From an optimization exercise on the open Yosys and OpenROAD flow, aimed at small area, a short achievable clock period and few clock cycles per item; shortcuts taken in it are not production practice.
The RTL was checked by simulation tests, not by an equivalence proof against the original design.
Power and IR drop assume default switching activity.

==> design/flow/design.v <==
`default_nettype none
package msb_pkg;
   localparam int ACTION_WIDTH   = 2;
   localparam int STACK_ID_WIDTH = 2;
   localparam int VALUE_WIDTH    = 32;
   localparam int STATUS_WIDTH   = 2;
   localparam int STACK_SLOTS    = 2 ** STACK_ID_WIDTH;
   localparam int NUM_STACKS_DEFAULT = 4;
   localparam int CAPACITY_DEFAULT   = 16;
   localparam int DATA_WIDTH_DEFAULT = 32;
   typedef enum logic [ACTION_WIDTH-1:0] {
      ACT_PUSH = 2'd0,
      ACT_POP  = 2'd1,
      ACT_PEEK = 2'd2,
      ACT_NOP  = 2'd3
   } action_type;
   typedef enum logic [STATUS_WIDTH-1:0] {
      ST_OK    = 2'd0,
      ST_FULL  = 2'd1,
      ST_EMPTY = 2'd2
   } status_type;
   typedef enum logic {
      PH_IDLE = 1'b0,
      PH_EXEC = 1'b1
   } phase_type;
   typedef struct packed {
      action_type                       action;
      logic [STACK_ID_WIDTH-1:0]        stack_id;
      logic signed [VALUE_WIDTH-1:0]    value;
   } req_type;
   typedef struct packed {
      logic signed [VALUE_WIDTH-1:0]    data;
      status_type                       status;
   } rsp_type;
   typedef struct packed {
      logic start;
      logic out_free;
   } eng_ctrl_type;
   typedef struct packed {
      logic busy;
      logic done;
   } eng_stat_type;
endpackage
`default_nettype wire
`default_nettype none
module msb_ram #(
   parameter int WIDTH = 32,
   parameter int DEPTH = 16
) (
   input  wire logic                       clock,
   input  wire logic [DEPTH-1:0]           wr_en,
   input  wire logic [WIDTH-1:0]           wr_data,
   input  wire logic [DEPTH-1:0]           rd_sel,
   output      logic [WIDTH-1:0]           rd_data
);
   logic [WIDTH-1:0] mem [DEPTH];
   always_ff @(posedge clock) begin
      for (int i = 0; i < DEPTH; i++) begin
         if (wr_en[i]) begin
            mem[i] <= wr_data;
         end
      end
   end
   always_comb begin
      rd_data = '0;
      for (int i = 0; i < DEPTH; i++) begin
         rd_data = rd_data | (mem[i] & {WIDTH{rd_sel[i]}});
      end
   end
endmodule
`default_nettype wire
`default_nettype none
module msb_engine #(
   parameter int NUM_STACKS = msb_pkg::NUM_STACKS_DEFAULT,
   parameter int CAPACITY   = msb_pkg::CAPACITY_DEFAULT,
   parameter int DATA_WIDTH = msb_pkg::DATA_WIDTH_DEFAULT
) (
   input  wire logic                    clock,
   input  wire logic                    reset,
   input  wire logic                    req_valid,
   output      logic                    req_ready,
   input  wire msb_pkg::req_type        req,
   output      logic                    rsp_valid,
   input  wire logic                    rsp_ready,
   output      msb_pkg::rsp_type        rsp
);
   localparam int AW = $clog2(CAPACITY);
   localparam int NS = msb_pkg::STACK_SLOTS;
   logic [AW-1:0]       head_ff [NS];
   logic [NS-1:0]       ne_ff;           
   logic [AW-1:0]       link_ff [CAPACITY];
   logic [CAPACITY-1:0] used_ff;
   logic                rd_valid_ff;
   msb_pkg::status_type rd_status_ff;
   logic [CAPACITY-1:0] rd_sel_ff;       
   logic                main_valid_ff;
   msb_pkg::status_type main_status_ff;
   logic [DATA_WIDTH-1:0] main_data_ff;
   logic                rd_move;
   logic                room;
   logic                take;
   logic                rd_valid_in, main_valid_in;
   logic [CAPACITY-1:0] alloc_oh;
   logic [AW-1:0]       alloc_idx;
   logic                full;
   logic                accept;
   logic [NS-1:0]       sid_oh;
   logic [CAPACITY-1:0] head_oh [NS];
   logic [CAPACITY-1:0] is_self;
   logic [CAPACITY-1:0] top_sel;         
   logic [AW-1:0]       head_s;
   logic [AW-1:0]       below_s;
   logic                last_s;
   logic                ne_s;
   logic                is_push, is_pop, is_rd;
   logic                push_ok, pop_ok;
   msb_pkg::status_type status_new;
   logic [DATA_WIDTH-1:0] rd_data;
   always_comb begin
      alloc_oh  = '0;
      alloc_idx = '0;
      for (int i = CAPACITY - 1; i >= 0; i--) begin
         if (!used_ff[i]) begin
            alloc_oh    = '0;
            alloc_oh[i] = 1'b1;
            alloc_idx   = AW'(i);
         end
      end
      full = &used_ff;
   end
   always_comb begin
      for (int s = 0; s < NS; s++) begin
         for (int i = 0; i < CAPACITY; i++) begin
            head_oh[s][i] = ne_ff[s] && (head_ff[s] == AW'(i)) && (s < NUM_STACKS);
         end
      end
      for (int i = 0; i < CAPACITY; i++) begin
         is_self[i] = (link_ff[i] == AW'(i));
      end
   end
   assign room      = !rd_valid_ff || !main_valid_ff || rsp_ready;
   assign req_ready = room;
   assign accept    = req_valid && room;
   always_comb begin
      for (int s = 0; s < NS; s++) begin
         sid_oh[s] = (req.stack_id == msb_pkg::STACK_ID_WIDTH'(s));
      end
      top_sel = '0;
      for (int s = 0; s < NS; s++) begin
         top_sel = top_sel | (head_oh[s] & {CAPACITY{sid_oh[s]}});
      end
      ne_s    = ne_ff[req.stack_id] && (req.stack_id < msb_pkg::STACK_ID_WIDTH'(NUM_STACKS) || NUM_STACKS >= NS);
      head_s  = head_ff[req.stack_id];
      below_s = '0;
      for (int i = 0; i < CAPACITY; i++) begin
         below_s = below_s | (link_ff[i] & {AW{top_sel[i]}});
      end
      last_s  = |(top_sel & is_self);
   end
   assign is_push = (req.action == msb_pkg::ACT_PUSH);
   assign is_pop  = (req.action == msb_pkg::ACT_POP);
   assign is_rd   = (req.action == msb_pkg::ACT_POP) || (req.action == msb_pkg::ACT_PEEK);
   assign push_ok = is_push && !full && (req.stack_id < msb_pkg::STACK_ID_WIDTH'(NUM_STACKS) || NUM_STACKS >= NS);
   assign pop_ok  = is_pop && ne_s;
   always_comb begin
      if (is_push && !push_ok) begin
         status_new = msb_pkg::ST_FULL;
      end else if (is_rd && !ne_s) begin
         status_new = msb_pkg::ST_EMPTY;
      end else begin
         status_new = msb_pkg::ST_OK;
      end
   end
   always_ff @(posedge clock) begin
      if (reset) begin
         used_ff <= '0;
         ne_ff   <= '0;
      end else if (accept) begin
         if (push_ok) begin
            used_ff <= used_ff | alloc_oh;
            ne_ff[req.stack_id] <= 1'b1;
         end
         if (pop_ok) begin
            used_ff <= used_ff & ~top_sel;
            ne_ff[req.stack_id] <= !last_s;
         end
      end
   end
   always_ff @(posedge clock) begin
      if (accept) begin
         if (push_ok) begin
            head_ff[req.stack_id] <= alloc_idx;
         end
         if (pop_ok) begin
            head_ff[req.stack_id] <= below_s;
         end
      end
   end
   always_ff @(posedge clock) begin
      for (int i = 0; i < CAPACITY; i++) begin
         if (alloc_oh[i]) begin
            link_ff[i] <= ne_s ? head_s : AW'(i);
         end
      end
   end
   assign take    = main_valid_ff && rsp_ready;
   assign rd_move = rd_valid_ff && (!main_valid_ff || rsp_ready);
   always_comb begin
      rd_valid_in   = accept || (rd_valid_ff && !rd_move);
      main_valid_in = rd_move || (main_valid_ff && !take);
   end
   always_ff @(posedge clock) begin
      if (reset) begin
         rd_valid_ff   <= 1'b0;
         main_valid_ff <= 1'b0;
      end else begin
         rd_valid_ff   <= rd_valid_in;
         main_valid_ff <= main_valid_in;
      end
   end
   always_ff @(posedge clock) begin
      if (accept) begin
         rd_status_ff <= status_new;
         rd_sel_ff    <= top_sel & {CAPACITY{is_rd}};
      end
   end
   always_ff @(posedge clock) begin
      if (!main_valid_ff || rsp_ready) begin
         main_status_ff <= rd_status_ff;
         main_data_ff   <= rd_data;
      end
   end
   msb_ram #(
      .WIDTH (DATA_WIDTH),
      .DEPTH (CAPACITY)
   ) u_data_ram (
      .clock   (clock),
      .wr_en   (alloc_oh & {CAPACITY{room}}),
      .wr_data (req.value[DATA_WIDTH-1:0]),
      .rd_sel  (rd_sel_ff),
      .rd_data (rd_data)
   );
   assign rsp_valid  = main_valid_ff;
   assign rsp.status = main_status_ff;
   assign rsp.data   = msb_pkg::VALUE_WIDTH'(main_data_ff);
endmodule
`default_nettype wire
`default_nettype none
module multi_stack_shared_buffer_core #(
   parameter int NUM_STACKS = msb_pkg::NUM_STACKS_DEFAULT,
   parameter int CAPACITY   = msb_pkg::CAPACITY_DEFAULT,
   parameter int DATA_WIDTH = msb_pkg::DATA_WIDTH_DEFAULT
) (
   input  wire logic        clock,
   input  wire logic        reset,
   input  wire logic        req_tvalid,
   output      logic        req_tready,
   input  wire logic [31:0] req_tdata,    
   input  wire logic [3:0]  req_tuser,    
   output      logic        rsp_tvalid,
   input  wire logic        rsp_tready,
   output      logic [31:0] rsp_tdata,    
   output      logic [1:0]  rsp_tuser     
);
   msb_pkg::req_type req;
   msb_pkg::rsp_type rsp;
   assign req.action   = msb_pkg::action_type'(req_tuser[1:0]);
   assign req.stack_id = req_tuser[3:2];
   assign req.value    = req_tdata;
   msb_engine #(
      .NUM_STACKS (NUM_STACKS),
      .CAPACITY   (CAPACITY),
      .DATA_WIDTH (DATA_WIDTH)
   ) u_engine (
      .clock     (clock),
      .reset     (reset),
      .req_valid (req_tvalid),
      .req_ready (req_tready),
      .req       (req),
      .rsp_valid (rsp_tvalid),
      .rsp_ready (rsp_tready),
      .rsp       (rsp)
   );
   assign rsp_tdata = rsp.data;
   assign rsp_tuser = rsp.status;
endmodule
`default_nettype wire
==> design/flow/run.sh <==
#!/bin/bash
# synth_recipe.tcl (not shown) runs the flow's synth.tcl, then flattens the netlist and writes it again
# the make line also repeats each setting of config.mk as NAME=value (left out here)
make -C /OpenROAD-flow-scripts/flow DESIGN_CONFIG=/design/flow/config.mk WORK_HOME=/design/flow/orfs CLKGATE_MAP_FILE= SYNTH_SCRIPT=/design/flow/synth_recipe.tcl finish
==> design/flow/config.mk <==
export PLATFORM = sky130hd
export DESIGN_NAME = multi_stack_shared_buffer_core
export DESIGN_NICKNAME = multi_stack_shared_buffer_core
export VERILOG_FILES = /design/flow/design.v
export SDC_FILE = /design/flow/constraint.sdc
export NUM_CORES = 4
export LEC_CHECK = 0
export CAP_MARGIN = 20
export CORE_MARGIN = 2
export CORE_UTILIZATION = 40
export CTS_BUF_LIST = sky130_fd_sc_hd__clkbuf_16
export CTS_CLUSTER_DIAMETER = 70
export CTS_CLUSTER_SIZE = 24
export SETUP_SLACK_MARGIN = 2.3
export SLEW_MARGIN = 20
export TNS_END_PERCENT = 0
==> design/flow/constraint.sdc <==
create_clock -name core_clock -period 4.0 [get_ports {clock}]
set_input_delay 0.8000 -clock core_clock [delete_from_list [all_inputs] [get_ports {clock}]]
set_output_delay 0.8000 -clock core_clock [all_outputs]
set_load 0.01 [all_outputs]
==> flow_summary.yaml, run 1 <==
status:
  status: "complete, no violations"
timing:
  drv_slew: 0
  tightest_slew_ps: 1162
  fin_tns_setup_ps: 0
  final_hold_viol_count: 0
  fmax_mhz: 416.1
  finalCritPeriodShare: 0.6008
  rsz0062_at_grt: "true"
  finClkSkew_ps: 27.60
  final-setup-viol-count: 0
  relSlewSlack: 0.2254
  post-route-min-period_ps: 2403
  whs_ps: 433.6
job:
  maxCapViolCount: 0
pwr:
  vdd.ir_drop.worst_uv: 306.6
  pwr_density_cell_mw_per_mm2: 432.0
  power.leakage_nw: 9.042
placement:
  place_hpwl_mm: 41.37
  portBuffers: 75
  gp_congestion: 0.9263
clock_tree:
  cts_tree: "done"
  ctsRootBufferMaster: "clkbuf_16"
  path_clk_slew_ps: 90
  cts_buffers: 39
  cts_sinks: 666
  h-tree-depth: 2
  clk_latency_ps: 600
  cts_buffer_depth: 3
routing:
  vias_per_cell: 6.102
  num_vias: 14820
  wl_per_cell_um: 30.77
  ant_nets: 0
  wirelength_mm: 74.70
  drt-initial-drc-count: 1624
  dr.pass1.iters: 6
  drc: 0
setup_path:
  slowest_stage: "o21ai_0"
  startpoint_type: "input port"
  crit_fanout: 7
  path_cells: "buf_8 > buf_6 > ha_4 > nand4b_1 > o22ai_1 > o21ai_0 > o21ai_1 > a2111oi_2 > buf_4 > a41o_1"
  slowest_delay_ps: 390
  critPathRequiredTime_ps: 4510
  crit_type: "input port to register"
  cp-end-kind: "register"
  arrival_ps: 2910
cells_and_area:
  syn2layout_area_growth_pct: 16.09
  fillers: 5247
  drive_above_1_share: 0.1517
  nNetsFinal: 1614
floorplan:
  fp.dieH_um: 254.3
  rows: 91
  ios: 76
  die_area_mm2: 0.06468
  initial_core_util: 0.4054
  core_mm2: 0.06183
  die_x_um: 254.3
grt:
  grt_pass1_vias: 14610
  grtUsageTotal: 0.2308
  grt_pass1_wl_mm: 105.3
  overflow: 0
  antenna_found_initial: 3
  grt_start_max_net_pins: 36
yosys:
  synth_top_cell_area_share: 0.7715
  ys_top_cells_by_area: "edfxtp_1 (77%), a22o_1 (4.5%), a221oi_1 (4.5%)"
  synthCells: 1432
  synth_ff_type: "edfxtp_1"
  synth.distinct_cells: 73
  ys_seq_area_frac: 0.7891
  netlist_area_mm2: 0.02507
  async_flop_share: 0
  synth_edf_count: 644
  synth_largest_area_cell: "edfxtp_1"
  synth_seq_cells: 666
  synth_area_per_cell_um2: 17.50
  yosysWarnings: 5
  syn-num-nets: 1479
hold_path:
  hold_class: "register to register"
synth_stat cells, types with 20 or more instances:
cell      count
nand2_1      38
nor2_1       48
a22o_1      129
nor3_1       20
clkbuf_1     51
o21ai_0      51
inv_1        26
nand4_1      44
a21oi_1      21
edfxtp_1    644
dfxtp_1      22
o22ai_1      32
a221oi_1    128
cell usage in the layout, fill, tap and decap left out, drive strengths merged, types with 8 or more instances in the layout:
master,synthesis,routed
clkdlybuf4s50,0,59
nor3,22,22
clkbuf,51,39
nand4,46,46
nor4,8,8
clkinv,0,9
a221oi,128,128
a22o,129,129
o22ai,32,32
buf,10,83
nand2b,16,16
inv,27,37
edfxtp,644,644
nand4b,9,9
nand2,41,41
or2,9,9
o21ai,58,58
dfxtp,22,22
nor2b,12,12
and2,19,19
nor2,49,49
a21oi,22,22
dlygate4sd2,0,13
flip-flops by register name, indices dropped and copies added (netlist names):
name and count:
u_engine.rd_sel_ff 16, u_engine.used_ff 16, u_engine.ne_ff 4, u_engine.link_ff 64
u_engine.head_ff 16, u_engine.main_valid_ff 1, u_engine.main_status_ff 2, u_engine.rd_status_ff 2
u_engine.rd_valid_ff 1, u_engine.u_data_ram.mem 512, u_engine.main_data_ff 32
final cells by class:
cell class | count | area [µm²] | area share
repair buffers | 155 | 1515 | 0.05207
well taps | 837 | 1047 | 0.03599
inverters | 27 | 110.1 | 0.003784
multi-input cells | 678 | 5365 | 0.1844
flip-flops and latches | 666 | 19810 | 0.6808
diodes | 2 | 5.005 | 0.0001720
clock inverters | 24 | 269.0 | 0.009245
clock buffers | 39 | 975.9 | 0.03354
cells by family (layout without fill, tap and decap cells):
kind of cell             Yosys count  after routing  share of synthesized area
AND/OR/NAND/NOR                  254            254                    0.05950
other                              0              2                          0
buffers and inverters             88            245                    0.01393
flip-flops                       666            666                     0.7891
multiplexers                       5              5                   0.004493
AO/OA/AOI/OAI                    412            412                     0.1295
adder cells (fa/ha/maj)            7              7                   0.003494
where the power goes:
group          internal [mW]  total (mW)  switching, mW
Combinational          0.167       0.494          0.327
Sequential              7.69        7.72         0.0350
Clock                   2.00        4.35           2.35
path summary, 6_finish.rpt:
check	startpoint	endpoint	slack [ps]	cells after the start
min reg2reg	u_engine.rd_status_ff[0]	u_engine.main_status_ff[0]	430	0
max reg2reg	u_engine.used_ff[1]	u_engine.link_ff[10][3]	1630	3
min	u_engine.rd_status_ff[0]	u_engine.main_status_ff[0]	430	0
max	req_tuser[3]	u_engine.ne_ff[2]	1600	10
stage by stage:
step,power [mW],util,setup slack (ps),cell area [µm²],cells
after floorplan,8.093,-,1247,25280,1432
after global placement,8.361,0.4409,261.3,27260,2332
after detailed placement,8.370,0.4409,221.4,27260,2332
after CTS,12.65,0.4702,1675,29070,2423
after global routing,12.93,0.4706,1568,29100,2427
final,12.57,0.4706,1597,29100,2428
layer usage:
| layer | part of all wire | global-route usage | routed length, µm |
|---|---|---|---|
| met4 | 0.027 | 0.06639 | 1984 |
| met2 | 0.50 | 0.3970 | 37220 |
| met3 | 0.071 | 0.03195 | 5319 |
| met5 | 0.00031 | 0 | 23 |
| met1 | 0.40 | 0.3065 | 30150 |
worst max-delay path: cells and delay by family:
family	cells	cell delay, ps
AOI/OAI and AO/OA	5	1260
adders and majority gates	1	180
buffers and inverters	3	430
and+or+nand+nor	1	230
timing repair:
item	4_1_cts	5_1_grt
gates resized for setup	112	1
hold buffers	0	0
endpoints found under the setup margin	819	753
gates cloned	1	0
pin swaps	28	1
setup buffers	27	3
Testbench counts, summed over its fixed seeds: cycles 8,016, items 8,000.
==> run 2: changes to the inputs <==
--- a/design/flow/config.mk
+++ b/design/flow/config.mk
@@ -9,3 +9,3 @@
 export CORE_MARGIN = 2
-export CORE_UTILIZATION = 40
+export CORE_UTILIZATION = 65
 export CTS_BUF_LIST = sky130_fd_sc_hd__clkbuf_16
==> run 2 against run 1 <==
  * Global-route usage increased by 11 points
  * Hold slack got worse by 1.2 ps
  * Area after synthesis unchanged
  * Total power decreased by 3.8%
  * Routed wire length decreased by 7.9%
  * Highest routed layer unchanged
==> flow_summary.yaml, run 2 <==
cells_and_area:
  nNetsFinal: 1623
  final_area_mm2: 0.02871
  regMostFlops: "u_engine.u_data_ram.mem"
  syn2layout_area_growth_pct: 14.53
  drive_above_1_share: 0.1575
  layout_common_cells: "edfxtp_1 (644), a22o_1 (129), a221oi_1 (128)"
  layout_commonest_cell: "edfxtp_1"
  top_regs: "u_engine.u_data_ram.mem: 512 flops, u_engine.link_ff: 64 flops, u_engine.main_data_ff: 32 flops"
  largest_register_ffs: 512
  final-instance-count-excl-fill: 2106
timing:
  tightest_slew_ps: 874.2
  rsz0062_at_grt: "true"
  whs_ps: 432.5
  finClkSkew_ps: 22.59
  post-route-min-period_ps: 2425
  finalCritPeriodShare: 0.6061
  fmax_mhz: 412.5
  relSlewSlack: 0.4172
  drv_slew: 0
  final-setup-viol-count: 0
  final_hold_viol_count: 0
grt:
  overflow: 0
  grtUsageTotal: 0.3452
  antenna_found_initial: 2
  grt_pass1_vias: 15240
  grt_pass1_wl_mm: 99.53
  grt_start_max_net_pins: 36
floorplan:
  fp.dieH_um: 200.4
  die_area_mm2: 0.04015
  die_x_um: 200.4
  rows: 71
  ios: 76
  core_mm2: 0.03784
  initial_core_util: 0.6623
yosys:
  synth.mux.area_fraction: 0.004493
  synth_largest_area_cell: "edfxtp_1"
  ys_seq_area_frac: 0.7891
  synth_commonest_cells: "edfxtp_1 (644), a22o_1 (129), a221oi_1 (128)"
  synth.distinct_cells: 73
  ys_top_cells_by_area: "edfxtp_1 (77%), a22o_1 (4.5%), a221oi_1 (4.5%)"
  synth_edf_count: 644
  synth_ff_type: "edfxtp_1"
  synth_seq_cells: 666
  yosysWarnings: 5
  synthAdderAreaFrac: 0.003494
  synthSimpleGateAreaFrac: 0.05950
  synth_xor_area_frac: 0
  async_flop_share: 0
  synth_top_family_by_area: "compound AO/OA/AOI/OAI gates"
  synth_top_cell_area_share: 0.7715
  synth-compound-area-share: 0.1295
  syn-num-nets: 1479
  synth_area_per_cell_um2: 17.50
  synthCells: 1432
  netlist_area_mm2: 0.02507
  yosysMostFrequentCell: "edfxtp_1"
pwr:
  pwr_density_cell_mw_per_mm2: 421.3
  cell_internal_pwr_mw: 9.608
  vdd.ir_drop.worst_uv: 436.5
  switchingPower_mw: 2.486
  swShare: 0.2055
  seq_power_share: 0.639
  clkPwrFrac: 0.320
  power.leakage_nw: 9.093
  power_mw: 12.09
  combPwrFrac: 0.041
job:
  maxCapViolCount: 0
routing:
  drc: 0
  wirelength_mm: 68.82
  dr.pass1.iters: 5
  wl_per_cell_um: 32.68
  num_vias: 15270
  drt-initial-drc-count: 1968
  vias_per_cell: 7.253
  ant_nets: 0
clock_tree:
  h-tree-depth: 2
  cts_buffer_depth: 3
  ctsRootBufferMaster: "clkbuf_16"
  path_clk_slew_ps: 80
  clk_latency_ps: 580
  cts_sinks: 666
  cts_tree: "done"
  cts_buffers: 35
placement:
  portBuffers: 75
  dp_cells: 2018
  place_hpwl_mm: 38.42
  placed_area_mm2: 0.02690
  gp_congestion: 0.9977
setup_path:
  cp-end-kind: "register"
  cp_common_cell: "buf_4"
  crit_family: "compound AO/OA/AOI/OAI gates"
  startpoint_type: "input port"
  slowest_delay_ps: 360
  crit_fanout: 7
  crit_buf_inv: 4
  crit_type: "input port to register"
  slowest_stage: "o22ai_1"
  critPathRequiredTime_ps: 4480
  arrival_ps: 2900
  path_cells: "buf_4 > inv_4 > ha_4 > nand4b_1 > buf_4 > o22ai_1 > nor2_1 > buf_4 > o21ai_1 > a2111oi_4 > a32o_1"
status:
  status: "complete, no violations"
hold_path:
  hold_class: "register to register"
## run 2: cell families after synthesis
| kind of cell | after synthesis |
|---|---|
| multiplexers | 5 |
| adder cells (fa/ha/maj) | 7 |
| AND/OR/NAND/NOR | 254 |
| AO/OA/AOI/OAI | 412 |
| flip-flops | 666 |
| buffers and inverters | 88 |
## run 2: worst paths after layout
kind	endpoint	slack, ps	cells after the start	startpoint
worst max-delay path	u_engine.ne_ff[0]	1580	11	req_tuser[2]
worst min-delay path	u_engine.main_status_ff[1]	430	0	u_engine.rd_status_ff[1]
worst max register to register	u_engine.u_data_ram.mem[15][23]	1630	5	u_engine.used_ff[3]
worst min register to register	u_engine.main_status_ff[1]	430	0	u_engine.rd_status_ff[1]
## run 2: power by group through the flow
stage	sequential, mW	clock (mW)	combinational (mW)
3_3_place_gp	7.88	0	0.458
3_5_place_dp	7.89	0	0.469
2_1_floorplan	7.88	0	0.215
5_1_grt	7.73	4.13	0.526
4_1_cts	7.73	3.89	0.489
6_report	7.73	3.87	0.499
## run 2: stage by stage
step | worst slack (ps) | setup TNS (ps) | util
after floorplan | 1247 | 0 | -
after global placement | -41.32 | -165.3 | 0.7109
after CTS | 1659 | 0 | 0.7578
final | 1576 | 0 | 0.7585
after global routing | 1559 | 0 | 0.7585
after detailed placement | 0.4619 | 0 | 0.7109
## run 2: metal layers
layer,GRT usage,vias up,part of all wire
met4,0.1278,2,0.035
met1,0.4721,7732,0.37
met5,0,-,0.00022
met2,0.5639,1078,0.49
met3,0.06476,166,0.11
li1,-,6296,-
## run 2: timing repair
item | 4_1_cts | 5_1_grt
hold buffers | 0 | 0
pin swaps | 31 | 5
cloned | 2 | 0
setup endpoints to repair | 810 | 776
resized for setup | 112 | 4
buffers inserted | 29 | 1
## run 2: layout make-up
type	count	area, µm²
flip-flops and latches	666	19800
fillers	2152	9138
multi-input cells	678	5478
repair buffers	168	1627
clock buffers	36	900.9
well taps	511	639.4
clock inverters	19	152.6
inverters	27	110.1
diodes	1	2.502
==> run 3: changes to the inputs <==
--- a/design/flow/config.mk
+++ b/design/flow/config.mk
@@ -9,3 +9,3 @@
 export CORE_MARGIN = 2
-export CORE_UTILIZATION = 65
+export CORE_UTILIZATION = 60
 export CTS_BUF_LIST = sky130_fd_sc_hd__clkbuf_16
@@ -13,3 +13,3 @@
 export CTS_CLUSTER_SIZE = 24
-export SETUP_SLACK_MARGIN = 2.3
+export SETUP_SLACK_MARGIN = 1.9
 export SLEW_MARGIN = 20
==> run 3 against run 2 <==
  * Setup slack improved by 71 ps
  * Non-clock buffer count rose by 4
  * Clock-buffer cell count rose by 4
  * Critical endpoint is now u_engine.u_data_ram.mem[8][20]
  * Synthesized cell count did not move
  * Via count rose by 1.2%
  * Highest routed layer unchanged
  * Critical path type is now register to register
==> flow_summary.yaml, run 3 <==
setup_path:
  crit_type: "register to register"
  slowest_delay_ps: 610
  startpoint_type: "register"
  crit_fanout: 29
  crit_buf_inv: 2
  path_cells: "nand2_4 > or4_4 > buf_4 > nor3_4 > buf_12"
  arrival_ps: 2620
  cp-end-kind: "register"
  critPathRequiredTime_ps: 4260
  crit_family: "simple AND/OR/NAND/NOR gates"
  slowest_stage: "or4_4"
yosys:
  async_flop_share: 0
  synth-compound-area-share: 0.1295
  synth_ff_type: "edfxtp_1"
  ys_top_cells_by_area: "edfxtp_1 (77%), a22o_1 (4.5%), a221oi_1 (4.5%)"
  synth.mux.area_fraction: 0.004493
  synth_commonest_cells: "edfxtp_1 (644), a22o_1 (129), a221oi_1 (128)"
  synth.distinct_cells: 73
  synthCells: 1432
  synth_largest_area_cell: "edfxtp_1"
  ys_seq_area_frac: 0.7891
  netlist_area_mm2: 0.02507
  yosysWarnings: 5
  syn-num-nets: 1479
  synth_xor_area_frac: 0
  synthAdderAreaFrac: 0.003494
  synth_seq_cells: 666
  synthSimpleGateAreaFrac: 0.05950
  yosysMostFrequentCell: "edfxtp_1"
  synth_area_per_cell_um2: 17.50
  synth_top_family_by_area: "compound AO/OA/AOI/OAI gates"
  synth_top_cell_area_share: 0.7715
  synth_edf_count: 644
grt:
  grt_pass1_wl_mm: 103.2
  grt_pass1_vias: 14800
  antenna_found_initial: 2
  grt_start_max_net_pins: 36
  grtUsageTotal: 0.3381
  overflow: 0
timing:
  finClkSkew_ps: 44.87
  final-setup-viol-count: 0
  fmax_mhz: 424.9
  tightest_slew_ps: 862.1
  drv_slew: 0
  fin_tns_setup_ps: 0
  final_hold_viol_count: 0
  relSlewSlack: 0.4253
  whs_ps: 471.5
  post-route-min-period_ps: 2353
  rsz0062_at_grt: "true"
  finalCritPeriodShare: 0.5883
clock_tree:
  hold_buffers: 0
  cts_buffers: 38
  cts_buffer_depth: 3
  cts_tree: "done"
  cts_sinks: 666
  h-tree-depth: 2
  clk_latency_ps: 610
  path_clk_slew_ps: 90
  ctsRootBufferMaster: "clkbuf_16"
routing:
  drc: 0
  dr.pass1.iters: 6
  drt-initial-drc-count: 2367
  wirelength_mm: 74.60
  vias_per_cell: 7.244
  wl_per_cell_um: 34.98
  num_vias: 15450
  ant_nets: 0
floorplan:
  die_area_mm2: 0.04343
  rows: 74
  ios: 76
  initial_core_util: 0.6111
  core_mm2: 0.04102
  die_x_um: 208.4
  fp.dieH_um: 208.4
pwr:
  pwr_density_cell_mw_per_mm2: 431.7
  seq_power_share: 0.614
  power.leakage_nw: 9.180
  vdd.ir_drop.worst_uv: 450.3
  combPwrFrac: 0.041
  switchingPower_mw: 2.695
  clkPwrFrac: 0.345
  cell_internal_pwr_mw: 9.879
  swShare: 0.2144
cells_and_area:
  syn2layout_area_growth_pct: 16.22
  nNetsFinal: 1630
  regMostFlops: "u_engine.u_data_ram.mem"
  n_antenna_cell: 0
  largest_register_ffs: 512
  layout_common_cells: "edfxtp_1 (644), a22o_1 (129), a221oi_1 (128)"
  top_regs: "u_engine.u_data_ram.mem: 512 flops, u_engine.link_ff: 64 flops, u_engine.main_data_ff: 32 flops"
  drive_above_1_share: 0.1799
  layout_commonest_cell: "edfxtp_1"
hold_path:
  hold_class: "register to register"
job:
  maxCapViolCount: 0
placement:
  place_hpwl_mm: 40.62
  portBuffers: 75
  gp_congestion: 0.9837
status:
  status: "complete, no violations"
## run 3: layer usage
metal	GRT usage	wire (µm)
met1	0.4817	28370
met2	0.5297	34350
met3	0.06158	8802
met4	0.1265	3074
met5	0	9
## run 3: what timing repair did
item / CTS / global route
resized for setup: 85 / 69
cloned: 2 / 2
endpoints found under the setup margin: 678 / 481
pin swaps: 18 / 25
buffers inserted: 19 / 25
## run 3: logic make-up after synthesis
family / Yosys count
AND/OR/NAND/NOR: 254
flip-flops: 666
adder cells (fa/ha/maj): 7
buffers and inverters: 88
AO/OA/AOI/OAI: 412
multiplexers: 5
## run 3: through the flow
step                      instances  total power [mW]  cell area, µm²  setup WS [ps]    util
final                          2133             12.57           29130           1647  0.7102
after global routing           2133             12.83           29130           1613  0.7102
after CTS                      2106             12.58           28590           1653  0.6971
after detailed placement       2027             8.367           26890          90.22  0.6555
after global placement         2027             8.353           26890          67.72  0.6555
after floorplan                1432             8.093           25280           1247       -
## run 3: final cells by class
| type | instances | area [µm²] |
|---|---|---|
| multi-input combinational | 678 | 5589 |
| sequential | 666 | 19810 |
| clock buffer | 40 | 1001 |
| clock inverter | 18 | 252.7 |
| fill | 2588 | 11890 |
| inverter | 27 | 112.6 |
| timing repair buffer | 172 | 1700 |
| tap | 532 | 665.6 |
## run 3: power groups by stage
stage	combinational (mW)	clock (mW)	sequential [mW]
after floorplan	0.215	0	7.88
after global placement	0.473	0	7.88
after detailed placement	0.483	0	7.88
after CTS	0.495	4.36	7.72
after global routing	0.538	4.56	7.73
final	0.514	4.34	7.72
## run 3: final timing paths
check | startpoint | end | slack (ps) | depth (start not counted)
worst max-delay path | u_engine.used_ff[0] | u_engine.u_data_ram.mem[8][20] | 1650 | 5
worst min-delay path | u_engine.rd_status_ff[0] | u_engine.main_status_ff[0] | 470 | 0
worst max register to register | u_engine.used_ff[0] | u_engine.u_data_ram.mem[8][20] | 1650 | 5
worst min register to register | u_engine.rd_status_ff[0] | u_engine.main_status_ff[0] | 470 | 0
==> run 4: changes to the inputs <==
==> design/flow/flow/run.sh (new file) <==
#!/bin/bash
export BUFFER_PORTS_ARGS="-buffer_cell sky130_fd_sc_hd__buf_2"
export CTS_ARGS="-sink_clustering_enable -repair_clock_nets -dont_use_dummy_load -buf_list sky130_fd_sc_hd__clkbuf_16 -sink_clustering_size 24 -sink_clustering_max_diameter 70"
bash standard.sh > standard.log 2>&1
==> design/flow/standard.sh (new file) <==
#!/bin/bash
# synth_recipe.tcl (not shown) runs the flow's synth.tcl, then flattens the netlist and writes it again
# the make line also repeats each setting of config.mk as NAME=value (left out here)
make -C /OpenROAD-flow-scripts/flow DESIGN_CONFIG=/design/flow/config.mk WORK_HOME=/design/flow/orfs CLKGATE_MAP_FILE= SYNTH_SCRIPT=/design/flow/synth_recipe.tcl "${@:-finish}"
removed: design/flow/run.sh
==> run 4 against run 3 <==
  * Routed wire length fell by 6.3%
  * Sequential share of layout area rose by 3.4 points
  * Design area fell by 4.8%
  * Via count fell by 3.6%
  * Setup slack got worse by 180 ps
  * Still clean on timing, DRC and antenna
  * Clock skew rose by 14 ps
  * Critical endpoint is now u_engine.head_ff[0][2]
  * Largest power group unchanged
==> flow_summary.yaml, run 4 <==
timing:
  fmax_mhz: 395.0
  final-setup-viol-count: 0
  finalCritPeriodShare: 0.6329
  final_hold_viol_count: 0
  post-route-min-period_ps: 2532
  finClkSkew_ps: 58.92
  tightest_slew_ps: 1179
  relSlewSlack: 0.2138
  fin_tns_setup_ps: 0
  drv_slew: 0
  whs_ps: 438.4
  rsz0062_at_grt: "true"
routing:
  vias_per_cell: 7.158
  drc: 0
  ant_nets: 0
  num_vias: 14900
  drt-initial-drc-count: 1730
  wirelength_mm: 69.92
  dr.pass1.iters: 6
  wl_per_cell_um: 33.59
yosys:
  synth_edf_count: 644
  async_flop_share: 0
  synth_seq_cells: 666
  yosysMostFrequentCell: "edfxtp_1"
  synth_ff_type: "edfxtp_1"
  synth-compound-area-share: 0.1295
  syn-num-nets: 1479
  synth_largest_area_cell: "edfxtp_1"
  ys_top_cells_by_area: "edfxtp_1 (77%), a22o_1 (4.5%), a221oi_1 (4.5%)"
  synth.mux.area_fraction: 0.004493
  synth_xor_area_frac: 0
  netlist_area_mm2: 0.02507
  synthCells: 1432
  synthSimpleGateAreaFrac: 0.05950
  synthAdderAreaFrac: 0.003494
  ys_seq_area_frac: 0.7891
  synth.distinct_cells: 73
  yosysWarnings: 5
  synth_commonest_cells: "edfxtp_1 (644), a22o_1 (129), a221oi_1 (128)"
  synth_top_family_by_area: "compound AO/OA/AOI/OAI gates"
  synth_top_cell_area_share: 0.7715
  synth_area_per_cell_um2: 17.50
setup_path:
  crit_type: "input port to register"
  startpoint_type: "input port"
  crit_start: "req_tuser[2]"
  r2r-start: "u_engine.head_ff[0][1]"
  crit_fanout: 7
  critPathRequiredTime_ps: 4250
  arrival_ps: 2780
  cp-end-kind: "register"
floorplan:
  ios: 76
  fp.dieH_um: 208.4
  core_mm2: 0.04102
  die_x_um: 208.4
  die_area_mm2: 0.04343
  rows: 74
  initial_core_util: 0.6111
cells_and_area:
  syn2layout_area_growth_pct: 10.66
  nNetsFinal: 1599
  final-instance-count-excl-fill: 2082
  layout_commonest_cell: "edfxtp_1"
  layout_common_cells: "edfxtp_1 (644), a22o_1 (129), a221oi_1 (128)"
  top_regs: "u_engine.u_data_ram.mem: 512 flops, u_engine.link_ff: 64 flops, u_engine.main_data_ff: 32 flops"
  largest_register_ffs: 512
  drive_above_1_share: 0.1748
  n_antenna_cell: 0
  fillers: 2750
  regMostFlops: "u_engine.u_data_ram.mem"
hold_path:
  hold_start: "u_engine.rd_status_ff[0]"
  hold_class: "register to register"
clock_tree:
  h-tree-depth: 2
  cts_tree: "done"
  path_clk_slew_ps: 80
  ctsRootBufferMaster: "clkbuf_16"
  cts_sinks: 666
  cts_buffer_depth: 3
  hold_buffers: 0
  cts_buffers: 36
  clk_latency_ps: 580
job:
  maxCapViolCount: 0
grt:
  grt_pass1_vias: 14860
  antenna_found_initial: 1
  grtUsageTotal: 0.3251
  grt_pass1_wl_mm: 100.8
  grt_start_max_net_pins: 36
  overflow: 0
placement:
  dp_cells: 2020
  portBuffers: 75
  place_hpwl_mm: 39.87
  gp_congestion: 0.9843
status:
  status: "complete, no violations"
pwr:
  swShare: 0.2012
  vdd.ir_drop.worst_uv: 352.6
  combPwrFrac: 0.040
  pwr_density_cell_mw_per_mm2: 426.3
  power.leakage_nw: 8.696
  switchingPower_mw: 2.379
  clkPwrFrac: 0.307
  seq_power_share: 0.653
  cell_internal_pwr_mw: 9.446
run 4: cell counts after synthesis:
Identical to the previous run, type by type.
run 4: final cells by class:
type / instances / area (µm²) / area share
clock buffers: 36 / 900.9 / 0.03248
inverters: 27 / 117.6 / 0.004240
multi-input cells: 678 / 5281 / 0.1904
flip-flops and latches: 666 / 19790 / 0.7136
well taps: 532 / 665.6 / 0.02400
repair buffers: 143 / 977.2 / 0.03523
run 4: worst paths after layout:
kind,end,slack (ps),cells after the start
max reg2reg,u_engine.head_ff[0][2],1490,6
max,u_engine.head_ff[0][2],1470,8
min,u_engine.main_status_ff[0],440,0
min reg2reg,u_engine.main_status_ff[0],440,0
run 4: what timing repair did:
item | in CTS | in global routing
setup buffers | 24 | 2
pin swaps | 17 | 5
resized for setup | 62 | 4
endpoints found under the setup margin | 504 | 420
run 4: per-layer routing:
| layer | vias up | GRT usage | share of wire |
|---|---|---|---|
| met5 | - | 0 | 0.00019 |
| met4 | 2 | 0.1278 | 0.038 |
| met3 | 152 | 0.04015 | 0.086 |
| met2 | 905 | 0.5476 | 0.50 |
| met1 | 7635 | 0.4381 | 0.38 |
| li1 | 6208 | - | - |
run 4: critical path, cell delays in order:
cell and delay (ps):
buf_12 120, ha_2 230, nand4b_1 210, o22ai_2 150
or2_4 280, a222oi_1 410, nand4b_1 200, o31a_1 370
run 4: per-stage QoR:
stage / utilization / worst slack (ps) / total power [mW] / instance area [µm²]
after floorplan: - / 1247 / 8.093 / 25280
after global placement: 0.6433 / 527.8 / 8.320 / 26390
after detailed placement: 0.6433 / 510.3 / 8.332 / 26390
after CTS: 0.6755 / 1565 / 11.84 / 27710
after global routing: 0.6762 / 1422 / 12.11 / 27740
final: 0.6762 / 1468 / 11.83 / 27740
run 4: cell families after synthesis:
| kind of cell | count (synthesis) |
|---|---|
| flops | 666 |
| buf+inv | 88 |
| fa+ha+maj | 7 |
| compound gates | 412 |
| simple gates | 254 |
| mux | 5 |
run 4: power by group through the flow:
stage               Sequential (mW)  Clock, mW  Combinational [mW]
global placement               7.88          0               0.442
CTS                            7.72       3.65               0.468
floorplan                      7.88          0               0.215
global route                   7.73       3.88               0.502
detailed placement             7.88          0               0.451
finish                         7.72       3.63               0.473
==> run 5: changes to the inputs <==
--- a/design/flow/config.mk
+++ b/design/flow/config.mk
@@ -9,3 +9,3 @@
 export CORE_MARGIN = 2
-export CORE_UTILIZATION = 60
+export CORE_UTILIZATION = 70
 export CTS_BUF_LIST = sky130_fd_sc_hd__clkbuf_16
@@ -13,3 +13,3 @@
 export CTS_CLUSTER_SIZE = 24
-export SETUP_SLACK_MARGIN = 1.9
+export SETUP_SLACK_MARGIN = 2.5
 export SLEW_MARGIN = 20
==> run 5 against run 4 <==
  * Sequential share of layout area down 0.41 points
  * Die area down 14%
  * Maximum frequency up 4.3%
  * Sequential cell count stayed put
  * Clock power is 2% lower
  * Largest cell class unchanged
  * Still clean
  * Highest routed layer is now met4
==> flow_summary.yaml, run 5 <==
timing:
  finClkSkew_ps: 64.54
  final_hold_viol_count: 0
  rsz0062_at_grt: "true"
  post-route-min-period_ps: 2428
  relSlewSlack: 0.3571
  whs_ps: 497.6
  final-setup-viol-count: 0
  fmax_mhz: 411.9
  fin_tns_setup_ps: 0
  drv_slew: 0
  finalCritPeriodShare: 0.6069
  tightest_slew_ps: 964.3
yosys:
  synth_edf_count: 644
  ys_top_cells_by_area: "edfxtp_1 (77%), a22o_1 (4.5%), a221oi_1 (4.5%)"
  async_flop_share: 0
  syn-num-nets: 1479
  synth_largest_area_cell: "edfxtp_1"
  yosysWarnings: 5
  netlist_area_mm2: 0.02507
  synth.distinct_cells: 73
  synth_top_cell_area_share: 0.7715
  synth_ff_type: "edfxtp_1"
  synth_seq_cells: 666
  yosysMostFrequentCell: "edfxtp_1"
  synth_area_per_cell_um2: 17.50
  synth_commonest_cells: "edfxtp_1 (644), a22o_1 (129), a221oi_1 (128)"
  synthCells: 1432
  ys_seq_area_frac: 0.7891
floorplan:
  rows: 69
  core_mm2: 0.03540
  fp.dieH_um: 193.2
  die_x_um: 193.2
  ios: 76
  initial_core_util: 0.7081
  die_area_mm2: 0.03734
pwr:
  cell_internal_pwr_mw: 9.404
  power_mw: 11.77
  switchingPower_mw: 2.369
  combPwrFrac: 0.040
  pwr_density_cell_mw_per_mm2: 421.9
  seq_power_share: 0.657
  swShare: 0.2012
  clkPwrFrac: 0.303
  vdd.ir_drop.worst_uv: 446.4
  power.leakage_nw: 8.788
cells_and_area:
  layout_common_cells: "edfxtp_1 (644), a22o_1 (129), a221oi_1 (128)"
  regArea_mm2: 0.01980
  syn2layout_area_growth_pct: 11.33
  final-instance-count-excl-fill: 2021
  regMostFlops: "u_engine.u_data_ram.mem"
  largest_register_ffs: 512
  drive_above_1_share: 0.1861
  fillers: 1809
  top_regs: "u_engine.u_data_ram.mem: 512 flops, u_engine.link_ff: 64 flops, u_engine.main_data_ff: 32 flops"
  final_util: 0.7883
  nNetsFinal: 1607
  layout_commonest_cell: "edfxtp_1"
  multiInputGateArea_mm2: 0.005405
setup_path:
  crit_type: "input port to register"
  critPathRequiredTime_ps: 4220
  crit_fanout: 6
  reg2reg_slack_ps: 1570
  arrival_ps: 2640
  slowest_delay_ps: 360
  crit_start: "req_tuser[2]"
  cp-end-kind: "register"
  startpoint_type: "input port"
  slowest_stage: "o31a_1"
  r2r-start: "u_engine.rd_sel_ff[6]"
  cp_common_cell: "nand4b_1"
  path_cells: "buf_12 > inv_8 > ha_4 > nand4b_1 > o22ai_2 > or2_4 > a222oi_1 > nand4b_1 > o31a_1"
  crit_buf_inv: 2
  crit_family: "compound AO/OA/AOI/OAI gates"
routing:
  drt-initial-drc-count: 2172
  wl_per_cell_um: 35.00
  dr.pass1.iters: 6
  drc: 0
  wirelength_mm: 70.73
  ant_nets: 0
  num_vias: 15580
  vias_per_cell: 7.710
grt:
  antenna_found_initial: 2
  grt_pass1_vias: 15790
  overflow: 0
  grt_start_max_net_pins: 36
  grt_pass1_wl_mm: 102.6
  grtUsageTotal: 0.3779
clock_tree:
  path_clk_slew_ps: 90
  clk_latency_ps: 560
  cts_tree: "done"
  cts_buffers: 35
  cts_sinks: 666
  ctsRootBufferMaster: "clkbuf_16"
  hold_buffers: 0
  cts_buffer_depth: 3
  h-tree-depth: 2
hold_path:
  hold_start: "u_engine.rd_status_ff[1]"
  hold_class: "register to register"
placement:
  gp_congestion: 0.9492
  portBuffers: 75
  dp_cells: 1948
  place_hpwl_mm: 40.07
job:
  maxCapViolCount: 0
status:
  status: "complete, no violations"
run 5: metrics by stage:
step,cell area (µm²),worst slack (ps)
floorplan,25280,1247
global placement,26310,490.7
detailed placement,26310,438.5
CTS,27900,1640
global route,27900,1512
finish,27900,1572
run 5: worst paths after layout:
check | endpoint | cells past startpoint
min reg2reg | u_engine.main_status_ff[1] | 0
max reg2reg | u_engine.main_data_ff[9] | 4
max | u_engine.head_ff[0][2] | 9
min | u_engine.main_status_ff[1] | 0
run 5: kinds of logic (layout without fill, tap and decap cells):
| kind of cell | after synthesis | count (layout) | share of synthesized area |
|---|---|---|---|
| AOI/OAI and AO/OA | 412 | 412 | 0.1295 |
| adders and majority gates | 7 | 7 | 0.003494 |
| buffers and inverters | 88 | 214 | 0.01393 |
| DFF | 666 | 666 | 0.7891 |
| muxes | 5 | 5 | 0.004493 |
| other | 0 | 2 | 0 |
| and+or+nand+nor | 254 | 254 | 0.05950 |
run 5: routing by layer:
| layer | track usage | vias up | routed length (µm) |
|---|---|---|---|
| met2 | 0.6146 | 1447 | 34110 |
| met5 | 0 | - | 0 |
| met1 | 0.4941 | 7614 | 24030 |
| met3 | 0.07653 | 281 | 8715 |
| li1 | - | 6240 | - |
| met4 | 0.1903 | 0 | 3876 |
run 5: repair_timing:
| action | CTS | global route |
|---|---|---|
| resized for setup | 97 | 0 |
| pin swaps | 26 | 4 |
| endpoints found under the hold margin | 0 | 0 |
| setup buffers | 35 | 0 |
| gates cloned | 1 | 0 |
| setup endpoints to repair | 780 | 778 |
run 5: cell type report:
cell class	count	area share
inverters	27	0.004215
well taps	461	0.02067
repair buffers	152	0.04027
clock buffers	35	0.03139
multi-input cells	678	0.1937
flip-flops and latches	666	0.7096
diodes	2	0.0001794
run 5: power by group through the flow:
stage               clock, mW  combinational [mW]  sequential (mW)
detailed placement          0               0.431             7.89
finish                   3.57               0.476             7.73
global placement            0               0.419             7.88
global route             3.76               0.499             7.73
CTS                      3.56               0.464             7.73
floorplan                   0               0.215             7.88
run 5: worst reg2reg max path: stages, from the launching register on:
cell and delay [ps]:
edfxtp_1 800, buf_4 410, a22o_1 250, a221oi_1 460
nand4_1 210
==> run 6: changes to the inputs <==
--- a/design/flow/config.mk
+++ b/design/flow/config.mk
@@ -9,3 +9,3 @@
 export CORE_MARGIN = 2
-export CORE_UTILIZATION = 70
+export CORE_UTILIZATION = 65
 export CTS_BUF_LIST = sky130_fd_sc_hd__clkbuf_16
@@ -13,3 +13,3 @@
 export CTS_CLUSTER_SIZE = 24
-export SETUP_SLACK_MARGIN = 2.5
+export SETUP_SLACK_MARGIN = 2.3
 export SLEW_MARGIN = 20
==> run 6 against run 5 <==
  * Highest routed layer is now met5
  * Setup slack improved by 41 ps
  * Synthesized cell count stayed put
  * Hold slack got worse by 69 ps
  * Largest power group unchanged
  * Routed wire length down 5.6%
  * Sequential cell count unchanged
  * Register-to-register slack improved by 70 ps
  * Still clean
  * Final cell count is 2.3% higher
==> flow_summary.yaml, run 6 <==
status:
  status: "complete, no violations"
yosys:
  netlist_area_mm2: 0.02507
  synth_edf_count: 644
  async_flop_share: 0
  synth_seq_cells: 666
  yosysWarnings: 5
  synthCells: 1432
  ys_seq_area_frac: 0.7891
  synth_top_cell_area_share: 0.7715
  synth_commonest_cells: "edfxtp_1 (644), a22o_1 (129), a221oi_1 (128)"
  synth_area_per_cell_um2: 17.50
  yosysMostFrequentCell: "edfxtp_1"
  syn-num-nets: 1479
  synth.distinct_cells: 73
  ys_top_cells_by_area: "edfxtp_1 (77%), a22o_1 (4.5%), a221oi_1 (4.5%)"
  synth_ff_type: "edfxtp_1"
  synth_largest_area_cell: "edfxtp_1"
pwr:
  combPwrFrac: 0.039
  seq_power_share: 0.661
  power.leakage_nw: 8.791
  switchingPower_mw: 2.335
  vdd.ir_drop.worst_uv: 419.3
  pwr_density_cell_mw_per_mm2: 417.8
  swShare: 0.1997
  clkPwrFrac: 0.300
  cell_internal_pwr_mw: 9.358
routing:
  num_vias: 15080
  wl_per_cell_um: 32.30
  vias_per_cell: 7.293
  dr.pass1.iters: 6
  wl_met2_mm: 31.59
  ant_nets: 0
  drc: 0
  m1WireLength_mm: 25.36
  drt-initial-drc-count: 1896
  wirelength_mm: 66.79
  wl_met3_mm: 7.485
  top_layer_used: "met5"
hold_path:
  whs_path_depth: 0
  hold_class: "register to register"
  hold_start: "u_engine.rd_status_ff[0]"
  min_to: "u_engine.main_status_ff[0]"
setup_path:
  critPathRequiredTime_ps: 4300
  arrival_ps: 2690
  rr_endpoint: "u_engine.head_ff[3][1]"
  slowest_stage: "a222oi_1"
  startpoint_type: "input port"
  cp-end-kind: "register"
  rr_worst_depth: 7
  r2r-start: "u_engine.head_ff[3][1]"
  slowest_delay_ps: 370
  crit_fanout: 6
  crit_type: "input port to register"
  reg2reg_slack_ps: 1640
  path_cells: "buf_12 > inv_4 > ha_4 > nand4b_1 > buf_4 > o22a_1 > o221ai_4 > a222oi_1 > and4b_1 > a22oi_2 > buf_6"
timing:
  fin_tns_setup_ps: 0
  fmax_mhz: 418.9
  relSlewSlack: 0.4171
  final_hold_viol_count: 0
  finClkSkew_ps: 37.00
  drv_slew: 0
  final-setup-viol-count: 0
  post-route-min-period_ps: 2387
  whs_ps: 429.1
  rsz0062_at_grt: "true"
  finalCritPeriodShare: 0.5968
  tightest_slew_ps: 874.4
cells_and_area:
  regMostFlops: "u_engine.u_data_ram.mem"
  final_area_mm2: 0.02799
  nNetsFinal: 1606
  n_antenna_cell: 0
  final_util: 0.7396
  drive_above_1_share: 0.1863
  layout_commonest_cell: "edfxtp_1"
  top_regs: "u_engine.u_data_ram.mem: 512 flops, u_engine.link_ff: 64 flops, u_engine.main_data_ff: 32 flops"
  multiInputGateArea_mm2: 0.005425
  largest_register_ffs: 512
  layout_common_cells: "edfxtp_1 (644), a22o_1 (129), a221oi_1 (128)"
  syn2layout_area_growth_pct: 11.67
  regArea_mm2: 0.01980
  fillers: 2326
placement:
  placed_area_mm2: 0.02635
  gp_congestion: 1.040
  portBuffers: 75
  place_hpwl_mm: 38.74
grt:
  grt_pass1_wl_mm: 97.54
  grtUsageTotal: 0.3358
  antenna_found_initial: 1
  grt_pass1_vias: 14700
  overflow: 0
  grt_start_max_net_pins: 36
floorplan:
  fp.dieH_um: 200.4
  die_area_mm2: 0.04015
  core_mm2: 0.03784
  initial_core_util: 0.6623
  ios: 76
  die_x_um: 200.4
  rows: 71
clock_tree:
  cts_sinks: 666
  cts_buffer_depth: 3
  ctsRootBufferMaster: "clkbuf_16"
  h-tree-depth: 2
  clk_latency_ps: 570
  cts_tree: "done"
  path_clk_slew_ps: 80
  cts_buffers: 34
job:
  maxCapViolCount: 0
## run 6: cell count changes in the layout (fill, tap and decap cells not counted), moves of 2 or more
| cell | previous run | this run |
|---|---|---|
| diode_2 | 2 | 0 |
| o21ai_0 | 43 | 46 |
| o22ai_1 | 17 | 14 |
| or2_4 | 5 | 3 |
| buf_6 | 4 | 2 |
| o21ai_1 | 14 | 12 |
| o22ai_2 | 13 | 18 |
| or2_1 | 1 | 3 |
| o22ai_4 | 2 | 0 |
| and2_4 | 3 | 1 |
| and2_2 | 2 | 4 |
## run 6: layout make-up
cell class,instances,area share
clock buffers,34,0.03040
inverters,27,0.004202
multi-input cells,678,0.1938
flip-flops and latches,666,0.7074
well taps,511,0.02284
repair buffers,152,0.04130
## run 6: worst max path at each step
stage                                   start                             end  slack, ps  depth (start not counted)
after global placement           req_tuser[2]          u_engine.head_ff[1][3]        360                         10
final                            req_tuser[3]          u_engine.head_ff[3][1]       1610                         11
after CTS                        req_tuser[2]          u_engine.head_ff[3][1]       1700                         10
after floorplan           u_engine.used_ff[0]  u_engine.u_data_ram.mem[10][0]       1250                          5
after global routing        u_engine.ne_ff[2]          u_engine.head_ff[3][0]       1590                          7
after detailed placement         req_tuser[2]          u_engine.head_ff[0][3]        390                         10
## run 6: critical path: cells and delay by family
family,cells,cell delay [ps]
AO/OA/AOI/OAI,4,750
AND/OR/NAND/NOR,2,480
adder cells (fa/ha/maj),1,180
buffers and inverters,4,460
## run 6: power groups by stage
stage                     clock [mW]  sequential, mW  combinational (mW)
after global routing            3.76            7.73               0.491
after detailed placement           0            7.89               0.433
after floorplan                    0            7.88               0.215
after global placement             0            7.88               0.424
final                           3.50            7.73               0.461
after CTS                       3.53            7.73               0.454
## run 6: timing repair
action	4_1_cts	5_1_grt
setup buffers	34	0
gates resized for setup	96	6
gates cloned	2	0
setup endpoints to repair	772	756
pin swaps	23	4
hold buffers	0	0
## run 6: kinds of logic (layout without fill, tap and decap cells)
kind of cell,Yosys count,in the layout,share of synthesized area
flops,666,666,0.7891
compound gates,412,412,0.1295
simple gates,254,254,0.05950
buf+inv,88,213,0.01393
fa+ha+maj,7,7,0.003494
mux,5,5,0.004493
## run 6: per-stage QoR
step | std cells | worst slack, ps | power, mW
2_1_floorplan | 1432 | 1247 | 8.093
3_3_place_gp | 1998 | 359.3 | 8.308
3_5_place_dp | 1998 | 393.8 | 8.321
4_1_cts | 2068 | 1704 | 11.71
5_1_grt | 2068 | 1589 | 11.98
6_report | 2068 | 1613 | 11.69
## run 6: metal layers
metal | up-vias | track usage
li1 | 6232 | -
met1 | 7578 | 0.4781
met2 | 1094 | 0.5336
met3 | 175 | 0.06883
met4 | 2 | 0.1050
met5 | - | 0
==> run 7: changes to the inputs <==
--- a/design/flow/design.v
+++ b/design/flow/design.v
@@ -108,2 +108,3 @@
    logic [CAPACITY-1:0] head_oh [NS];
+   logic [CAPACITY-1:0] top_any;         
    logic [CAPACITY-1:0] is_self;
@@ -133,3 +134,3 @@
          for (int i = 0; i < CAPACITY; i++) begin
-            head_oh[s][i] = ne_ff[s] && (head_ff[s] == AW'(i)) && (s < NUM_STACKS);
+            head_oh[s][i] = (head_ff[s] == AW'(i)) && (s < NUM_STACKS);
          end
@@ -147,7 +148,8 @@
       end
-      top_sel = '0;
+      top_any = '0;
       for (int s = 0; s < NS; s++) begin
-         top_sel = top_sel | (head_oh[s] & {CAPACITY{sid_oh[s]}});
+         top_any = top_any | (head_oh[s] & {CAPACITY{sid_oh[s]}});
       end
       ne_s    = ne_ff[req.stack_id] && (req.stack_id < msb_pkg::STACK_ID_WIDTH'(NUM_STACKS) || NUM_STACKS >= NS);
+      top_sel = top_any & {CAPACITY{ne_s}};
       head_s  = head_ff[req.stack_id];
@@ -155,5 +157,5 @@
       for (int i = 0; i < CAPACITY; i++) begin
-         below_s = below_s | (link_ff[i] & {AW{top_sel[i]}});
-      end
-      last_s  = |(top_sel & is_self);
+         below_s = below_s | (link_ff[i] & {AW{top_any[i]}});
+      end
+      last_s  = |(top_any & is_self);
    end
==> run 7 against run 6 <==
  * Non-clock buffer count decreased by 1
  * Sequential share of layout area increased by 0.28 points
  * Sequential power about the same
  * Total power increased by 0.80%
  * Area after synthesis decreased by 0.28%
  * Die area decreased by 0.27%
  * Critical path depth decreased by 2
  * Design area decreased by 0.38%
  * Critical path type unchanged
  * Largest power group unchanged
  * Highest routed layer unchanged
==> flow_summary.yaml, run 7 <==
floorplan:
  ios: 76
  rows: 71
  fp.dieH_um: 200.1
  die_area_mm2: 0.04004
  initial_core_util: 0.6620
  die_x_um: 200.1
  core_mm2: 0.03776
timing:
  whs_ps: 439.7
  post-route-min-period_ps: 2273
  relSlewSlack: 0.3667
  finClkSkew_ps: 58.10
  finalCritPeriodShare: 0.5684
  final_hold_viol_count: 0
  rsz0062_at_grt: "true"
  tightest_slew_ps: 950.0
  drv_slew: 0
  final-setup-viol-count: 0
  fmax_mhz: 439.9
  fin_tns_setup_ps: 0
yosys:
  syn-num-nets: 1452
  synthAdderAreaFrac: 0.003504
  synthSimpleGateAreaFrac: 0.05677
  synthCells: 1405
  synth_area_per_cell_um2: 17.79
  synth_top_cell_area_share: 0.7737
  synth-compound-area-share: 0.1276
  yosysMostFrequentCell: "edfxtp_1"
  async_flop_share: 0
  netlist_area_mm2: 0.02500
  synth_largest_area_cell: "edfxtp_1"
  synth.distinct_cells: 66
  synth_top_family_by_area: "compound AO/OA/AOI/OAI gates"
  ys_seq_area_frac: 0.7913
  ys_top_cells_by_area: "edfxtp_1 (77%), a221oi_1 (4.5%), a22o_1 (4.5%)"
  synth_commonest_cells: "edfxtp_1 (644), a221oi_1 (128), a22o_1 (128)"
  synth_ff_type: "edfxtp_1"
  yosysWarnings: 5
  synth_xor_area_frac: 0
  synth.mux.area_fraction: 0.005106
  synth_seq_cells: 666
  synth_edf_count: 644
setup_path:
  crit_buf_inv: 1
  arrival_ps: 2750
  slowest_delay_ps: 420
  rr_worst_depth: 7
  crit_type: "input port to register"
  crit_fanout: 7
  startpoint_type: "input port"
  path_cells: "buf_12 > ha_4 > nand3b_1 > o22ai_2 > o2111ai_2 > nand4_1 > nor4b_4 > a31oi_1 > a211oi_1"
  cp-end-kind: "register"
  critPathRequiredTime_ps: 4470
  cp_num_cells: 9
  crit_family: "simple AND/OR/NAND/NOR gates"
  slowest_stage: "nor4b_4"
grt:
  grt_start_max_net_pins: 35
  overflow: 0
  grtUsageTotal: 0.3474
  grt_pass1_wl_mm: 97.28
  grt_pass1_vias: 14400
  antenna_found_initial: 1
placement:
  gp_congestion: 0.9546
  place_hpwl_mm: 38.40
  dp_cells: 1951
  portBuffers: 75
clock_tree:
  ctsRootBufferMaster: "clkbuf_16"
  clk_latency_ps: 570
  cts_tree: "done"
  h-tree-depth: 2
  hold_buffers: 0
  cts_buffers: 35
  path_clk_slew_ps: 90
  cts_buffer_depth: 3
  cts_sinks: 666
cells_and_area:
  n_antenna_cell: 0
  regMostFlops: "u_engine.u_data_ram.mem"
  nNetsFinal: 1562
  largest_register_ffs: 512
  layout_commonest_cell: "edfxtp_1"
  multiInputGateArea_mm2: 0.005348
  top_regs: "u_engine.u_data_ram.mem: 512 flops, u_engine.link_ff: 64 flops, u_engine.main_data_ff: 32 flops"
  final-instance-count-excl-fill: 2024
  regArea_mm2: 0.01980
  final_util: 0.7386
  syn2layout_area_growth_pct: 11.56
  drive_above_1_share: 0.1976
  layout_common_cells: "edfxtp_1 (644), a22o_1 (128), a221oi_1 (128)"
  fillers: 2213
routing:
  drc: 0
  wl_per_cell_um: 33.55
  vias_per_cell: 7.427
  dr.pass1.iters: 7
  num_vias: 15030
  wirelength_mm: 67.90
  drt-initial-drc-count: 2130
  ant_nets: 0
hold_path:
  hold_class: "register to register"
  whs_path_depth: 0
status:
  status: "complete, no violations"
job:
  maxCapViolCount: 0
pwr:
  vdd.ir_drop.worst_uv: 376.8
  power.leakage_nw: 8.776
  pwr_density_cell_mw_per_mm2: 422.7
## run 7: where the power goes
part           switching [mW]  internal [mW]
Clock                    1.99           1.57
Combinational           0.335          0.151
Sequential             0.0446           7.70
Total                    2.37           9.42
## run 7: what timing repair did
item | CTS | global route
gates cloned | 3 | 0
setup endpoints to repair | 779 | 806
buffers inserted | 31 | 4
pin swaps | 23 | 8
resized for setup | 103 | 12
## run 7: final cells by class
class                      instances  share of cell area
sequential                       666              0.7102
multi-input combinational        649              0.1918
timing repair buffer             151             0.04141
clock buffer                      35             0.03141
tap                              511             0.02293
inverter                          12            0.002288
## run 7: layer usage
metal	vias up	GRT usage	part of all wire
met3	148	0.05796	0.12
met2	1091	0.5574	0.48
li1	6113	-	-
met4	2	0.09081	0.027
met5	-	0	0.00015
met1	7678	0.5062	0.38
## run 7: final timing paths
kind         slack [ps]                         end                     start
max                1730           u_engine.ne_ff[3]              req_tuser[2]
min reg2reg         440  u_engine.main_status_ff[0]  u_engine.rd_status_ff[0]
max reg2reg        1730           u_engine.ne_ff[3]    u_engine.head_ff[1][0]
min                 440  u_engine.main_status_ff[0]  u_engine.rd_status_ff[0]
## run 7: logic make-up after synthesis
kind of cell / Yosys count
muxes: 5
DFF: 666
and+or+nand+nor: 249
buffers and inverters: 91
adders and majority gates: 7
AOI/OAI and AO/OA: 387
## run 7: worst register-to-register path, stage by stage, from the launching register on
cell      delay (ps)
edfxtp_1         540
nand2_1          250
o22ai_1          140
o21ai_1          230
nand4_1          240
nor4b_4          420
a31oi_1          140
a211oi_1         230
## run 7: stage by stage
step / worst slack (ps) / power (mW) / instance area (µm²)
5_1_grt: 1670 / 12.06 / 27890
3_3_place_gp: 539.4 / 8.336 / 26210
6_report: 1727 / 11.79 / 27890
4_1_cts: 1811 / 11.79 / 27820
2_1_floorplan: 1315 / 8.117 / 25240
3_5_place_dp: 533.1 / 8.351 / 26210
Testbench counts of run 7, summed over its fixed seeds: cycles 8,016, items 8,000.
==> run 8: changes to the inputs <==
--- a/design/flow/config.mk
+++ b/design/flow/config.mk
@@ -9,3 +9,3 @@
 export CORE_MARGIN = 2
-export CORE_UTILIZATION = 65
+export CORE_UTILIZATION = 70
 export CTS_BUF_LIST = sky130_fd_sc_hd__clkbuf_16
@@ -13,3 +13,3 @@
 export CTS_CLUSTER_SIZE = 24
-export SETUP_SLACK_MARGIN = 2.3
+export SETUP_SLACK_MARGIN = 2.5
 export SLEW_MARGIN = 20
==> run 8 against run 7 <==
  * Design area decreased by 0.87%
  * Sequential cell count stayed put
  * Clock power fell by 1%
  * Critical path depth shrank 2
  * Sequential power hardly changed
  * Clock skew is 10 ps higher
==> flow_summary.yaml, run 8 <==
cells_and_area:
  fillers: 1894
  top_regs: "u_engine.u_data_ram.mem: 512 flops, u_engine.link_ff: 64 flops, u_engine.main_data_ff: 32 flops"
  multiInputGateArea_mm2: 0.005359
  syn2layout_area_growth_pct: 10.60
  regMostFlops: "u_engine.u_data_ram.mem"
  final_util: 0.7810
  layout_commonest_cell: "edfxtp_1"
  layout_common_cells: "edfxtp_1 (644), a22o_1 (128), a221oi_1 (128)"
  regArea_mm2: 0.01979
  nNetsFinal: 1550
  largest_register_ffs: 512
  drive_above_1_share: 0.1912
clock_tree:
  cts_sinks: 666
  clk_latency_ps: 550
  path_clk_slew_ps: 90
  cts_tree: "done"
  cts_buffer_depth: 3
  h-tree-depth: 2
  cts_buffers: 35
  hold_buffers: 0
  ctsRootBufferMaster: "clkbuf_16"
yosys:
  synth_seq_cells: 666
  synth_commonest_cells: "edfxtp_1 (644), a221oi_1 (128), a22o_1 (128)"
  synth_edf_count: 644
  synth_top_cell_area_share: 0.7737
  netlist_area_mm2: 0.02500
  async_flop_share: 0
  ys_seq_area_frac: 0.7913
  yosysMostFrequentCell: "edfxtp_1"
  syn-num-nets: 1452
  synth_ff_type: "edfxtp_1"
  synth_largest_area_cell: "edfxtp_1"
  synth_area_per_cell_um2: 17.79
  yosysWarnings: 5
  synthCells: 1405
  synth.distinct_cells: 66
  ys_top_cells_by_area: "edfxtp_1 (77%), a221oi_1 (4.5%), a22o_1 (4.5%)"
timing:
  final_hold_viol_count: 0
  worst_slack_ps: 1598
  tightest_slew_ps: 970.2
  rsz0062_at_grt: "true"
  post-route-min-period_ps: 2402
  drv_slew: 0
  relSlewSlack: 0.3532
  finClkSkew_ps: 68.07
  finalCritPeriodShare: 0.6006
  final-setup-viol-count: 0
  fmax_mhz: 416.3
  fin_tns_setup_ps: 0
status:
  status: "complete, no violations"
job:
  maxCapViolCount: 0
floorplan:
  core_mm2: 0.03540
  rows: 69
  initial_core_util: 0.7062
  fp.dieH_um: 193.0
  die_area_mm2: 0.03724
  die_x_um: 193.0
  ios: 76
pwr:
  power.leakage_nw: 8.666
  seq_power_share: 0.659
  clkPwrFrac: 0.300
  swShare: 0.1983
  vdd.ir_drop.worst_uv: 407.6
  switchingPower_mw: 2.329
  pwr_density_cell_mw_per_mm2: 424.9
  cell_internal_pwr_mw: 9.417
  combPwrFrac: 0.041
setup_path:
  critPathRequiredTime_ps: 4340
  cp-end-kind: "register"
  crit_fanout: 7
  startpoint_type: "register"
  crit_type: "register to register"
  arrival_ps: 2740
routing:
  dr.pass1.iters: 5
  vias_per_cell: 7.624
  wirelength_mm: 65.62
  drc: 0
  drt-initial-drc-count: 1917
  ant_nets: 0
  num_vias: 14970
  wl_per_cell_um: 33.43
grt:
  grt_start_max_net_pins: 35
  antenna_found_initial: 1
  grtUsageTotal: 0.3583
  grt_pass1_wl_mm: 93.96
  overflow: 0
  grt_pass1_vias: 14670
placement:
  pre_cts_slack_ps: 570.5
  portBuffers: 75
  gp_congestion: 0.9814
  place_hpwl_mm: 37.66
hold_path:
  hold_class: "register to register"
## run 8: path summary, 6_finish.rpt
path	from	end	slack, ps	cells after the start
setup / recovery	u_engine.head_ff[0][2]	u_engine.ne_ff[1]	1600	7
setup reg to reg	u_engine.head_ff[0][2]	u_engine.ne_ff[1]	1600	7
hold reg to reg	u_engine.rd_status_ff[0]	u_engine.main_status_ff[0]	430	0
hold / removal	u_engine.rd_status_ff[0]	u_engine.main_status_ff[0]	430	0
## run 8: kinds of logic (layout without fill, tap and decap cells)
group	Yosys count	count (layout)	synth area share
AOI/OAI and AO/OA	387	387	0.1276
adders and majority gates	7	7	0.003504
buffers and inverters	91	186	0.01572
DFF	666	666	0.7913
muxes	5	5	0.005106
other	0	1	0
and+or+nand+nor	249	250	0.05677
## run 8: worst max-delay path: stages (launching register included)
cell,delay (ps)
edfxtp_1,540
nand3b_1,340
buf_4,210
o221ai_4,360
nand3_1,200
o311a_2,270
a31oi_4,210
a211oi_2,80
## run 8: repair_timing
action,in CTS,in global routing
pin swaps,20,12
cloned,1,0
buffers inserted,22,3
endpoints found under the setup margin,822,816
resized for setup,81,25
## run 8: area by class of cell
cell class / count / share of cell area
Inverter: 12 / 0.002308
Multi-Input combinational cell: 649 / 0.1939
Antenna cell: 1 / 0.00009052
Timing Repair Buffer: 139 / 0.03530
Clock buffer: 35 / 0.03168
Sequential cell: 666 / 0.7159
Tap cell: 461 / 0.02087
## run 8: metrics by stage
step                power [mW]  instance area, µm²  cells  hold WS [ps]
finish                   11.75               27640   1963         434.6
global route             11.99               27640   1962         452.6
CTS                      11.73               27520   1959         437.9
detailed placement       8.343               26140   1901         410.8
global placement         8.327               26140   1901         421.1
floorplan                8.117               25240   1405         400.3
## run 8: power groups by stage
stage               Combinational [mW]  Sequential (mW)  Clock, mW
floorplan                        0.232             7.89          0
global placement                 0.431             7.90          0
detailed placement               0.443             7.90          0
CTS                              0.467             7.74       3.52
global route                     0.513             7.75       3.73
finish                           0.485             7.74       3.52
## run 8: layer usage
metal	GRT usage	vias up	share of wire
met5	0	-	0
met4	0.1436	0	0.038
met3	0.06208	176	0.12
met2	0.5742	1193	0.48
met1	0.5009	7501	0.36
li1	-	6096	-

-- what the ideal ports hide --
The results above use ideal ports. As a check the final layouts listed here were re-extracted and re-timed, cells and wires unchanged. Step 1 sets driving cells, clkbuf_16 on the clock port and buf_2 on the other inputs (assumed; they add their load-dependent delay and slew). Step 2 also shifts input and output timing later by t, the mid clock arrival at the registers, as if the neighbouring blocks saw the same clock. Slacks: ideal ports / drivers / drivers and shift; pairs: ideal ports / drivers.
run | shift t [ns] | setup slack, ns
run 1 | 0.637 | 1.597 / 1.610 / 0.973
run 2 | 0.632 | 1.576 / 1.594 / 0.962
run 3 | 0.648 | 1.647 / 1.612 / 1.020
run 4 | 0.607 | 1.468 / 1.471 / 0.865
run 5 | 0.574 | 1.572 / 1.563 / 0.989
run 6 | 0.611 | 1.613 / 1.608 / 0.997
run 7 | 0.603 | 1.727 / 1.710 / 1.107
run 8 | 0.573 | 1.598 / 1.598 / 1.036
After both steps setup and hold are still met in every run listed.
